This design comes from an exercise in tuning for small area, a short achievable clock period and few clock cycles on the open sky130 flow, not from production work. Function was checked by simulation only, so behaviour that the tests miss may differ from the original.

==> inputs of run a <==
==> flow/design.v <==
`default_nettype none
module lzc32 (
    input  wire logic [31:0] x,
    output      logic [5:0]  z
);
    logic [15:0] v1; logic [15:0]      p1;
    logic [7:0]  v2; logic [7:0][1:0]  p2;
    logic [3:0]  v3; logic [3:0][2:0]  p3;
    logic [1:0]  v4; logic [1:0][3:0]  p4;
    always_comb begin
        for (int i = 0; i < 16; i++) begin
            v1[i] = x[2*i+1] | x[2*i];
            p1[i] = ~x[2*i+1];
        end
        for (int i = 0; i < 8; i++) begin
            v2[i] = v1[2*i+1] | v1[2*i];
            p2[i] = v1[2*i+1] ? {1'b0, p1[2*i+1]} : {1'b1, p1[2*i]};
        end
        for (int i = 0; i < 4; i++) begin
            v3[i] = v2[2*i+1] | v2[2*i];
            p3[i] = v2[2*i+1] ? {1'b0, p2[2*i+1]} : {1'b1, p2[2*i]};
        end
        for (int i = 0; i < 2; i++) begin
            v4[i] = v3[2*i+1] | v3[2*i];
            p4[i] = v3[2*i+1] ? {1'b0, p3[2*i+1]} : {1'b1, p3[2*i]};
        end
        if (v4[1])      z = {2'b00, p4[1]};
        else if (v4[0]) z = {2'b01, p4[0]};
        else            z = 6'd32;
    end
endmodule
module bk_add #(parameter int W = 33) (
    input  wire logic [W-1:0] a, b,
    input  wire logic         ci,
    output      logic [W-1:0] s,
    output      logic         co
);
    localparam int L = $clog2(W);
    logic [W-1:0] p, G, P;
    always_comb begin
        p = a ^ b;
        G = a & b;
        P = p;
        G[0] = G[0] | (p[0] & ci);
        for (int l = 0; l < L; l++)
            for (int i = (2 << l) - 1; i < W; i += (2 << l)) begin
                G[i] = G[i] | (P[i] & G[i - (1 << l)]);
                P[i] = P[i] & P[i - (1 << l)];
            end
        for (int l = L - 2; l >= 0; l--)
            for (int i = 3 * (1 << l) - 1; i < W; i += (2 << l)) begin
                G[i] = G[i] | (P[i] & G[i - (1 << l)]);
                P[i] = P[i] & P[i - (1 << l)];
            end
        s  = p ^ {G[W-2:0], ci};
        co = G[W-1];
    end
endmodule
module booth_macc (
    input  wire logic [32:0] m,
    input  wire logic [8:0]  c,
    input  wire logic [32:0] h,
    output      logic [39:0] o
);
    logic [10:0]        cx;
    logic signed [41:0] pp [0:4];
    logic [41:0]        negs;
    always_comb begin
        cx   = {c[8], c, 1'b0};
        negs = '0;
        for (int i = 0; i < 5; i++) begin
            logic b0, b1, b2, one, two, neg;
            logic [33:0] mi;
            b0  = cx[2*i]; b1 = cx[2*i+1]; b2 = cx[2*i+2];
            one = b0 ^ b1;
            two = (b2 & ~b1 & ~b0) | (~b2 & b1 & b0);
            neg = b2 & ~(b1 & b0);
            mi  = one ? {m[32], m} : two ? {m, 1'b0} : 34'd0;
            mi  = neg ? ~mi : mi;
            pp[i] = $signed(42'($signed(mi))) <<< (2*i);
            negs[2*i] = neg;
        end
    end
    logic signed [41:0] s;
    assign s = pp[0] + pp[1] + pp[2] + pp[3] + pp[4] + 42'($signed(h)) + $signed(negs);
    assign o = s[39:0];
endmodule
module ex_alu (
    input  wire logic [4:0]  alu_ctrl,
    input  wire logic        sel_a_pc,
    input  wire logic        sel_b_imm,
    input  wire logic        tgt_rs1,
    input  wire logic [31:0] rd1,
    input  wire logic [31:0] rd2,
    input  wire logic [31:0] pc,
    input  wire logic [31:0] imm,
    input  wire logic [1:0]  fwd_a,
    input  wire logic [1:0]  fwd_b,
    input  wire logic [31:0] result_w,
    input  wire logic [31:0] alu_result_m,
    output      logic [31:0] rs1,
    output      logic [31:0] rs2,
    output      logic [31:0] alu_out,
    output      logic [31:0] pc_tgt
);
    logic [31:0] alu_a, alu_b;
    always_comb begin
        case (fwd_a)
            2'b01:   rs1 = result_w;
            2'b10:   rs1 = alu_result_m;
            default: rs1 = rd1;
        endcase
        case (fwd_b)
            2'b01:   rs2 = result_w;
            2'b10:   rs2 = alu_result_m;
            default: rs2 = rd2;
        endcase
    end
    assign alu_a = sel_a_pc  ? pc  : rs1;
    assign alu_b = sel_b_imm ? imm : rs2;
    logic        do_sub;
    logic [32:0] sum;
    logic        lt_u, lt_s, eq;
    assign do_sub = (alu_ctrl != 5'd0);
    assign sum    = {1'b0, alu_a} + {1'b0, alu_b ^ {32{do_sub}}} + {32'd0, do_sub};
    assign lt_u   = ~sum[32];
    assign lt_s   = (alu_a[31] ^ alu_b[31]) ? alu_a[31] : sum[31];
    assign eq     = (alu_a == alu_b);
    logic        is_sll;
    logic [31:0] sh_in, sh_out, sh_rev;
    logic [4:0]  shamt;
    assign is_sll = (alu_ctrl[2:0] == 3'd2);
    assign shamt  = alu_b[4:0];
    always_comb begin
        for (int i = 0; i < 32; i++) sh_in[i] = is_sll ? alu_a[31-i] : alu_a[i];
    end
    assign sh_out = 32'($signed({alu_ctrl[0] & alu_a[31], sh_in}) >>> shamt);
    always_comb begin
        for (int i = 0; i < 32; i++) sh_rev[i] = sh_out[31-i];
    end
    always_comb begin
        case (alu_ctrl)
            5'd0, 5'd1:   alu_out = sum[31:0];
            5'd2:         alu_out = sh_rev;
            5'd3, 5'd12:  alu_out = {31'd0, lt_s};
            5'd4, 5'd14:  alu_out = {31'd0, lt_u};
            5'd5:         alu_out = alu_a ^ alu_b;
            5'd6, 5'd7:   alu_out = sh_out;
            5'd8:         alu_out = alu_a | alu_b;
            5'd9:         alu_out = alu_a & alu_b;
            5'd10:        alu_out = {31'd0, eq};
            5'd11:        alu_out = {31'd0, ~eq};
            5'd13:        alu_out = {31'd0, ~lt_s};
            5'd15:        alu_out = {31'd0, ~lt_u};
            5'd16:        alu_out = alu_b;
            default:      alu_out = 32'd0;
        endcase
    end
    logic [31:0] tgt_sum;
    assign tgt_sum = (tgt_rs1 ? rs1 : pc) + imm;
    assign pc_tgt  = {tgt_sum[31:1], tgt_sum[0] & ~tgt_rs1};
endmodule
module exec_stage_md (
    input  wire logic        clk,
    input  wire logic        rst_n,
    input  wire logic        in_valid,
    output      logic        in_ready,
    input  wire logic        flush,
    input  wire logic        md_en,
    input  wire logic [2:0]  md_op,
    input  wire logic [4:0]  alu_ctrl,
    input  wire logic        jump,
    input  wire logic        branch,
    input  wire logic        sel_a_pc,
    input  wire logic        sel_b_imm,
    input  wire logic        tgt_rs1,
    input  wire logic [31:0] rd1,
    input  wire logic [31:0] rd2,
    input  wire logic [31:0] pc,
    input  wire logic [31:0] imm,
    input  wire logic [1:0]  fwd_a,
    input  wire logic [1:0]  fwd_b,
    input  wire logic [31:0] result_w,
    input  wire logic [31:0] alu_result_m,
    output      logic        out_valid,
    input  wire logic        out_ready,
    output      logic [31:0] result,
    output      logic [31:0] write_data,
    output      logic [31:0] pc_target,
    output      logic        redirect,
    output      logic        stall_o
);
    logic [31:0] rs1, rs2, alu_out, pc_tgt;
    ex_alu u_alu (
        .alu_ctrl(alu_ctrl), .sel_a_pc(sel_a_pc), .sel_b_imm(sel_b_imm), .tgt_rs1(tgt_rs1),
        .rd1(rd1), .rd2(rd2), .pc(pc), .imm(imm), .fwd_a(fwd_a), .fwd_b(fwd_b),
        .result_w(result_w), .alu_result_m(alu_result_m),
        .rs1(rs1), .rs2(rs2), .alu_out(alu_out), .pc_tgt(pc_tgt)
    );
    typedef enum logic [1:0] {
        S_IDLE = 2'd0,
        S_MUL  = 2'd1,
        S_DIV  = 2'd2,
        S_DONE = 2'd3
    } state_t;
    state_t      state_q, state_d;
    logic [2:0]  op_q;
    logic [3:0]  cnt_q;
    logic [1:0]  jm1_q;
    logic [31:0] B_q, H_q, BL_q;
    logic        bneg_q, neg_q_q, neg_r_q;
    logic [31:0] pct_q;
    logic live, is_idle;
    assign live    = rst_n & ~flush;
    assign is_idle = (state_q == S_IDLE);
    logic [2:0]  mop;
    logic        ma_sgn, mb_sgn;
    assign mop    = is_idle ? md_op : op_q;
    assign ma_sgn = (mop[1:0] == 2'd1) | (mop[1:0] == 2'd2);
    assign mb_sgn = (mop[1:0] == 2'd1);
    logic       in_ma_sgn;
    logic [1:0] in_jm1;
    logic       ext8, ext16, ext24;
    assign in_ma_sgn = (md_op[1:0] == 2'd1) | (md_op[1:0] == 2'd2);
    assign ext8  = (rs1[31:8]  == 24'd0);
    assign ext16 = (rs1[31:16] == {16{in_ma_sgn & rs1[15]}});
    assign ext24 = (rs1[31:24] == {8{in_ma_sgn & rs1[23]}});
    assign in_jm1 = ext8 ? 2'd0 : ext16 ? 2'd1 : ext24 ? 2'd2 : 2'd3;
    logic               m_last;
    logic [31:0]        m_b_src, m_h_src;
    logic [7:0]         m_c_src;
    logic [32:0] m_b, m_h;
    logic [8:0]  m_c;
    logic [39:0] m_sum;
    assign m_last  = ~is_idle & (cnt_q[1:0] == jm1_q);
    assign m_b_src = is_idle ? rs2      : B_q;
    assign m_c_src = is_idle ? rs1[7:0] : BL_q[7:0];
    assign m_h_src = is_idle ? 32'd0    : H_q;
    assign m_b     = {mb_sgn & m_b_src[31], m_b_src};
    assign m_h     = {mb_sgn & m_h_src[31], m_h_src};
    assign m_c     = {ma_sgn & m_last & m_c_src[7], m_c_src};
    booth_macc u_macc (.m(m_b), .c(m_c), .h(m_h), .o(m_sum));
    logic        d_sgn, a_neg, b_neg, d_zero, q_zero;
    logic [31:0] a_mag, a_x, b_x;
    logic [5:0]  za_x, za, zb;
    logic [6:0]  s_raw;
    logic [5:0]  s_amt;
    logic [63:0] n_sh;
    assign d_sgn  = ~md_op[0];
    assign a_neg  = d_sgn & rs1[31];
    assign b_neg  = d_sgn & rs2[31];
    assign a_mag  = a_neg ? -rs1 : rs1;
    assign a_x    = rs1 ^ {32{a_neg}};
    assign b_x    = rs2 ^ {32{b_neg}};
    assign d_zero = (rs2 == 32'd0);
    lzc32 u_lza (.x(a_x), .z(za_x));
    lzc32 u_lzb (.x(b_x), .z(zb));
    assign za     = za_x - {5'd0, a_neg};
    assign q_zero = (zb < za);
    assign s_raw  = 7'd31 + {1'b0, za} - {1'b0, zb};
    assign s_amt  = (q_zero | d_zero) ? 6'd32 : (s_raw[6] ? 6'd0 : {s_raw[5:1], 1'b0});
    assign n_sh   = {32'd0, a_mag} << s_amt;
    logic [32:0] dv;
    logic [33:0] t1, t2;
    logic        q1, q2;
    logic [31:0] r1, r2;
    assign dv = {1'b1, B_q ^ {32{~bneg_q}}};
    bk_add #(33) u_t1 (.a({H_q, BL_q[31]}), .b(dv), .ci(~bneg_q), .s(t1[32:0]), .co(t1[33]));
    assign q1 = t1[33];
    assign r1 = q1 ? t1[31:0] : {H_q[30:0], BL_q[31]};
    bk_add #(33) u_t2 (.a({r1, BL_q[30]}), .b(dv), .ci(~bneg_q), .s(t2[32:0]), .co(t2[33]));
    assign q2 = t2[33];
    assign r2 = q2 ? t2[31:0] : {r1[30:0], BL_q[30]};
    logic accept;
    assign accept = is_idle & in_valid & md_en;
    always_comb begin
        state_d = state_q;
        case (state_q)
            S_IDLE: if (in_valid && md_en)
                        state_d = md_op[2] ? ((q_zero || d_zero) ? S_DONE : S_DIV)
                                           : ((in_jm1 == 2'd0) ? S_DONE : S_MUL);
            S_MUL:  if (m_last) state_d = S_DONE;
            S_DIV:  if (cnt_q == 4'd0) state_d = S_DONE;
            S_DONE: if (out_ready) state_d = S_IDLE;
            default: state_d = S_IDLE;
        endcase
        if (flush) state_d = S_IDLE;
    end
    always_ff @(posedge clk or negedge rst_n) begin
        if (!rst_n) state_q <= S_IDLE;
        else        state_q <= state_d;
    end
    always_ff @(posedge clk) begin
        case (state_q)
            S_IDLE: if (in_valid && md_en) begin
                op_q   <= md_op;
                B_q    <= rs2;
                pct_q  <= pc_tgt;
                if (md_op[2]) begin
                    H_q     <= n_sh[63:32];
                    BL_q    <= n_sh[31:0] | {32{d_zero}};
                    cnt_q   <= ~s_amt[4:1];
                    jm1_q   <= 2'd3;
                    bneg_q  <= b_neg;
                    neg_q_q <= (a_neg ^ b_neg) & ~d_zero;
                    neg_r_q <= a_neg;
                end else begin
                    H_q   <= m_sum[39:8];
                    BL_q  <= {m_sum[7:0], rs1[31:8]};
                    cnt_q <= 4'd1;
                    jm1_q <= in_jm1;
                end
            end
            S_MUL: begin
                H_q   <= m_sum[39:8];
                BL_q  <= {m_sum[7:0], BL_q[31:8]};
                cnt_q <= cnt_q + 4'd1;
            end
            S_DIV: begin
                H_q   <= r2;
                BL_q  <= {BL_q[29:0], q1, q2};
                cnt_q <= cnt_q - 4'd1;
            end
            default: ;
        endcase
    end
    logic        is_div, sel_hi, neg_res, p_ext;
    logic [2:0]  k;
    logic [95:0] v;
    logic [31:0] md_raw, md_res;
    assign is_div  = op_q[2];
    assign sel_hi  = is_div ? op_q[1] : (op_q[1:0] != 2'd0);
    assign neg_res = is_div & (op_q[1] ? neg_r_q : neg_q_q);
    assign p_ext   = ~is_div & H_q[31]
                   & ((op_q[1:0] == 2'd1) | ((op_q[1:0] == 2'd2) & (jm1_q != 2'd0)));
    assign k       = {sel_hi, ~jm1_q};
    assign v       = {{32{p_ext}}, H_q, BL_q};
    assign md_raw  = v[{k, 3'b000} +: 32];
    assign md_res  = (md_raw ^ {32{neg_res}}) + {31'd0, neg_res};
    logic is_done;
    assign is_done = (state_q == S_DONE);
    assign in_ready   = is_idle;
    assign out_valid  = live & (is_idle ? (in_valid & ~md_en) : is_done);
    assign redirect   = live & is_idle & in_valid & ~md_en & (jump | (branch & alu_out[0]));
    assign stall_o    = live & ~is_idle & ~(is_done & out_ready);
    assign result     = is_idle ? alu_out : md_res;
    assign write_data = is_idle ? rs2     : B_q;
    assign pc_target  = is_idle ? pc_tgt  : pct_q;
endmodule
`default_nettype wire
==> flow/run.sh <==
#!/bin/bash
# synth_recipe.tcl (not shown) runs the flow's synth.tcl, then flattens the netlist and writes it again
# the make line also repeats each setting of config.mk as NAME=value (left out here)
make -C /OpenROAD-flow-scripts/flow DESIGN_CONFIG=/design/flow/config.mk WORK_HOME=/design/flow/orfs CLKGATE_MAP_FILE= SYNTH_SCRIPT=/design/flow/synth_recipe.tcl finish
==> flow/config.mk <==
export PLATFORM = sky130hd
export DESIGN_NAME = exec_stage_md
export DESIGN_NICKNAME = exec_stage_md
export VERILOG_FILES = /design/flow/design.v
export SDC_FILE = /design/flow/constraint.sdc
export NUM_CORES = 4
export LEC_CHECK = 0
export CAP_MARGIN = 20
export CORE_MARGIN = 2
export CORE_UTILIZATION = 50
export SETUP_SLACK_MARGIN = 2.5
export SLEW_MARGIN = 20
export SYNTH_HIERARCHICAL = 1
==> flow/constraint.sdc <==
create_clock -name core_clock -period 11.5 [get_ports {clk}]
set_input_delay 2.3000 -clock core_clock [delete_from_list [all_inputs] [get_ports {clk}]]
set_output_delay 2.3000 -clock core_clock [all_outputs]
set_load 0.01 [all_outputs]
==> run b: changes against run a <==
==> flow/design.v, changed modules only <==
module exec_stage_md (
    input  wire logic        clk,
    input  wire logic        rst_n,
    input  wire logic        in_valid,
    output      logic        in_ready,
    input  wire logic        flush,
    input  wire logic        md_en,
    input  wire logic [2:0]  md_op,
    input  wire logic [4:0]  alu_ctrl,
    input  wire logic        jump,
    input  wire logic        branch,
    input  wire logic        sel_a_pc,
    input  wire logic        sel_b_imm,
    input  wire logic        tgt_rs1,
    input  wire logic [31:0] rd1,
    input  wire logic [31:0] rd2,
    input  wire logic [31:0] pc,
    input  wire logic [31:0] imm,
    input  wire logic [1:0]  fwd_a,
    input  wire logic [1:0]  fwd_b,
    input  wire logic [31:0] result_w,
    input  wire logic [31:0] alu_result_m,
    output      logic        out_valid,
    input  wire logic        out_ready,
    output      logic [31:0] result,
    output      logic [31:0] write_data,
    output      logic [31:0] pc_target,
    output      logic        redirect,
    output      logic        stall_o
);
    logic [31:0] rs1, rs2, alu_out, pc_tgt;
    ex_alu u_alu (
        .alu_ctrl(alu_ctrl), .sel_a_pc(sel_a_pc), .sel_b_imm(sel_b_imm), .tgt_rs1(tgt_rs1),
        .rd1(rd1), .rd2(rd2), .pc(pc), .imm(imm), .fwd_a(fwd_a), .fwd_b(fwd_b),
        .result_w(result_w), .alu_result_m(alu_result_m),
        .rs1(rs1), .rs2(rs2), .alu_out(alu_out), .pc_tgt(pc_tgt)
    );
    typedef enum logic [1:0] {
        S_IDLE = 2'd0,
        S_MUL  = 2'd1,
        S_DIV  = 2'd2,
        S_DONE = 2'd3
    } state_t;
    state_t      state_q, state_d;
    logic [2:0]  op_q;
    logic [3:0]  cnt_q;
    logic [1:0]  jm1_q;
    logic [31:0] B_q, H_q, BL_q;
    logic        bneg_q, neg_q_q, neg_r_q, swap_q, norm_q;
    logic [4:0]  s_q;
    logic [31:0] pct_q;
    logic live, is_idle;
    assign live    = rst_n & ~flush;
    assign is_idle = (state_q == S_IDLE);
    logic [2:0]  mop;
    logic        ma_sgn, mb_sgn;
    assign mop    = is_idle ? md_op : op_q;
    assign ma_sgn = (mop[1:0] == 2'd1) | (mop[1:0] == 2'd2);
    assign mb_sgn = (mop[1:0] == 2'd1);
    logic       in_ma_sgn;
    logic [1:0] in_jm1;
    logic       ext8, ext16, ext24;
    assign in_ma_sgn = (md_op[1:0] == 2'd1) | (md_op[1:0] == 2'd2);
    assign ext8  = (rs1[31:8]  == 24'd0);
    assign ext16 = (rs1[31:16] == {16{in_ma_sgn & rs1[15]}});
    assign ext24 = (rs1[31:24] == {8{in_ma_sgn & rs1[23]}});
    assign in_jm1 = ext8 ? 2'd0 : ext16 ? 2'd1 : ext24 ? 2'd2 : 2'd3;
    logic               m_last;
    logic [31:0]        m_b_src, m_h_src;
    logic [7:0]         m_c_src;
    logic [32:0] m_b, m_h;
    logic [8:0]  m_c;
    logic [39:0] m_sum;
    assign m_last  = ~is_idle & (cnt_q[1:0] == jm1_q);
    assign m_b_src = is_idle ? rs2      : B_q;
    assign m_c_src = is_idle ? rs1[7:0] : BL_q[7:0];
    assign m_h_src = is_idle ? 32'd0    : H_q;
    assign m_b     = {mb_sgn & m_b_src[31], m_b_src};
    assign m_h     = {mb_sgn & m_h_src[31], m_h_src};
    assign m_c     = {ma_sgn & m_last & m_c_src[7], m_c_src};
    booth_macc u_macc (.m(m_b), .c(m_c), .h(m_h), .o(m_sum));
    logic        d_sgn, a_neg, b_neg, d_zero, q_zero, b_one, d_fast;
    logic [31:0] a_mag, a_x, b_x;
    logic [5:0]  za_x, za, zb;
    logic [6:0]  s_raw;
    logic [5:0]  s_amt;
    logic [63:0] n_sh;
    logic [31:0] h_in, bl_in;
    assign d_sgn  = ~md_op[0];
    assign a_neg  = d_sgn & rs1[31];
    assign b_neg  = d_sgn & rs2[31];
    assign a_mag  = a_neg ? -rs1 : rs1;
    assign a_x    = rs1 ^ {32{a_neg}};
    assign b_x    = rs2 ^ {32{b_neg}};
    assign d_zero = (rs2 == 32'd0);
    assign b_one  = (rs2 == 32'd1) | (d_sgn & (rs2 == 32'hFFFF_FFFF));
    assign d_fast = q_zero | d_zero | b_one;
    lzc32 u_lza (.x(a_x), .z(za_x));
    lzc32 u_lzb (.x(b_x), .z(zb));
    assign za     = za_x - {5'd0, a_neg};
    assign q_zero = (zb < za);
    assign s_raw  = 7'd31 + {1'b0, za} - {1'b0, zb};
    assign s_amt  = d_fast ? 6'd32 : (s_raw[6] ? 6'd0 : {s_raw[5:1], 1'b0});
    assign n_sh   = {32'd0, H_q} << s_q;
    assign h_in   = norm_q ? n_sh[63:32] : H_q;
    assign bl_in  = norm_q ? n_sh[31:0]  : BL_q;
    logic [32:0] dv;
    logic [33:0] t1, t2;
    logic        q1, q2;
    logic [31:0] r1, r2;
    assign dv = {1'b1, B_q ^ {32{~bneg_q}}};
    bk_add #(33) u_t1 (.a({h_in, bl_in[31]}), .b(dv), .ci(~bneg_q), .s(t1[32:0]), .co(t1[33]));
    assign q1 = t1[33];
    assign r1 = q1 ? t1[31:0] : {h_in[30:0], bl_in[31]};
    bk_add #(33) u_t2 (.a({r1, bl_in[30]}), .b(dv), .ci(~bneg_q), .s(t2[32:0]), .co(t2[33]));
    assign q2 = t2[33];
    assign r2 = q2 ? t2[31:0] : {r1[30:0], bl_in[30]};
    logic accept;
    assign accept = is_idle & in_valid & md_en;
    always_comb begin
        state_d = state_q;
        case (state_q)
            S_IDLE: if (in_valid && md_en)
                        state_d = md_op[2] ? (d_fast ? S_DONE : S_DIV)
                                           : ((in_jm1 == 2'd0) ? S_DONE : S_MUL);
            S_MUL:  if (m_last) state_d = S_DONE;
            S_DIV:  if (cnt_q == 4'd0) state_d = S_DONE;
            S_DONE: if (out_ready) state_d = S_IDLE;
            default: state_d = S_IDLE;
        endcase
        if (flush) state_d = S_IDLE;
    end
    always_ff @(posedge clk or negedge rst_n) begin
        if (!rst_n) state_q <= S_IDLE;
        else        state_q <= state_d;
    end
    always_ff @(posedge clk) begin
        case (state_q)
            S_IDLE: if (in_valid && md_en) begin
                op_q   <= md_op;
                B_q    <= rs2;
                pct_q  <= pc_tgt;
                if (md_op[2]) begin
                    H_q     <= a_mag;
                    BL_q    <= {32{d_zero}};
                    s_q     <= s_amt[4:0];
                    norm_q  <= 1'b1;
                    cnt_q   <= ~s_amt[4:1];
                    jm1_q   <= 2'd3;
                    bneg_q  <= b_neg;
                    neg_q_q <= (a_neg ^ b_neg) & ~d_zero;
                    neg_r_q <= a_neg;
                    swap_q  <= b_one;
                end else begin
                    H_q   <= m_sum[39:8];
                    BL_q  <= {m_sum[7:0], rs1[31:8]};
                    cnt_q <= 4'd1;
                    jm1_q <= in_jm1;
                end
            end
            S_MUL: begin
                H_q   <= m_sum[39:8];
                BL_q  <= {m_sum[7:0], BL_q[31:8]};
                cnt_q <= cnt_q + 4'd1;
            end
            S_DIV: begin
                H_q    <= r2;
                BL_q   <= {bl_in[29:0], q1, q2};
                cnt_q  <= cnt_q - 4'd1;
                norm_q <= 1'b0;
            end
            default: ;
        endcase
    end
    logic        is_div, sel_hi, neg_res, p_ext;
    logic [2:0]  k;
    logic [95:0] v;
    logic [31:0] md_raw, md_res;
    assign is_div  = op_q[2];
    assign sel_hi  = is_div ? (op_q[1] ^ swap_q) : (op_q[1:0] != 2'd0);
    assign neg_res = is_div & (op_q[1] ? neg_r_q : neg_q_q);
    assign p_ext   = ~is_div & H_q[31]
                   & ((op_q[1:0] == 2'd1) | ((op_q[1:0] == 2'd2) & (jm1_q != 2'd0)));
    assign k       = {sel_hi, ~jm1_q};
    assign v       = {{32{p_ext}}, H_q, BL_q};
    assign md_raw  = v[{k, 3'b000} +: 32];
    assign md_res  = (md_raw ^ {32{neg_res}}) + {31'd0, neg_res};
    logic is_done;
    assign is_done = (state_q == S_DONE);
    assign in_ready   = is_idle;
    assign out_valid  = live & (is_idle ? (in_valid & ~md_en) : is_done);
    assign redirect   = live & is_idle & in_valid & ~md_en & (jump | (branch & alu_out[0]));
    assign stall_o    = live & ~is_idle & ~(is_done & out_ready);
    assign result     = is_idle ? alu_out : md_res;
    assign write_data = is_idle ? rs2     : B_q;
    assign pc_target  = is_idle ? pc_tgt  : pct_q;
endmodule
==> flow/flow/run.sh (new file) <==
#!/bin/bash
# Standard layout, except that the port buffers are buf_2 cells rather
# than the delay-buffer cells buffer_ports picks by default.
set -euo pipefail
export BUFFER_PORTS_ARGS="-buffer_cell sky130_fd_sc_hd__buf_2"
bash standard.sh > standard_flow.log 2>&1
==> flow/standard.sh (new file) <==
#!/bin/bash
# synth_recipe.tcl (not shown) runs the flow's synth.tcl, then flattens the netlist and writes it again
# the make line also repeats each setting of config.mk as NAME=value (left out here)
make -C /OpenROAD-flow-scripts/flow DESIGN_CONFIG=/design/flow/config.mk WORK_HOME=/design/flow/orfs CLKGATE_MAP_FILE= SYNTH_SCRIPT=/design/flow/synth_recipe.tcl "${@:-finish}"
--- a/flow/config.mk
+++ b/flow/config.mk
@@ -6,8 +6,9 @@
 export NUM_CORES = 4
 export LEC_CHECK = 0
+export ABC_AREA = 1
 export CAP_MARGIN = 20
 export CORE_MARGIN = 2
 export CORE_UTILIZATION = 50
-export SETUP_SLACK_MARGIN = 2.5
+export SETUP_SLACK_MARGIN = 3.0
 export SLEW_MARGIN = 20
-export SYNTH_HIERARCHICAL = 1
+export TNS_END_PERCENT = 0
removed: flow/run.sh
==> qor summary <==
| metric | run b | run a |
|---|---|---|
| Status | finished clean | finished clean |
| Met3 capacity usage during global routing | 11.69% | 12.65% |
| Vertical die dimension | 282.4 µm | 291.1 µm |
| Inverter count of the layout excluding clock inverters | 819 | 424 |
| Multi-input combinational cell area | 31760 µm² | 36120 µm² |
| First-pass GRT wire length | 279.6 mm | 290.9 mm |
| Effective utilization at floorplan | 50.27% | 50.37% |
| Met1 Routed Length | 71.55 mm | 80.71 mm |
| Initial antenna violation count | 6 | 16 |
| Post-Syn Area per Cell | 6.226 µm² | 7.850 µm² |
| Number of DRC markers in iteration 0 | 7493 | 6263 |
Testbench counts of run a, summed over its fixed seeds: cycles 7,835.
Testbench counts of run b, summed over its fixed seeds: cycles 7,586.

## port drivers added, routing unchanged
The flow's constraints put no driver on any port. The routed layouts listed below were extracted and timed again, unchanged, in two steps. Step 1 (the two cells are an assumption about what drives the block):
set clk [get_ports {clk}]
set_driving_cell -lib_cell sky130_fd_sc_hd__clkbuf_16 $clk
set_driving_cell -lib_cell sky130_fd_sc_hd__buf_2 [delete_from_list [all_inputs] $clk]
Step 2 times the ports against the registers' clock, not the clock port: input delays grow and output delays shrink by t, the midpoint of the rising clock arrivals with the driver on. a / b / c = no drivers / after step 1 / after step 2; a / b = the first two.
| run | t (ns) | setup WS [ns] | worst setup path after step 2 | worst register clock-pin slew, ns |
|---|---|---|---|---|
| run a | 0.552 | 2.290 / 2.222 / 1.737 | input to register | 0.08 / 0.08 |
| run b | 0.587 | 2.818 / 2.800 / 2.441 | input to register | 0.09 / 0.09 |
After both steps every run listed still meets setup and hold. The setup slack of run a, which loses most, moves by -0.068 ns with the drivers and by -0.553 ns with both steps.
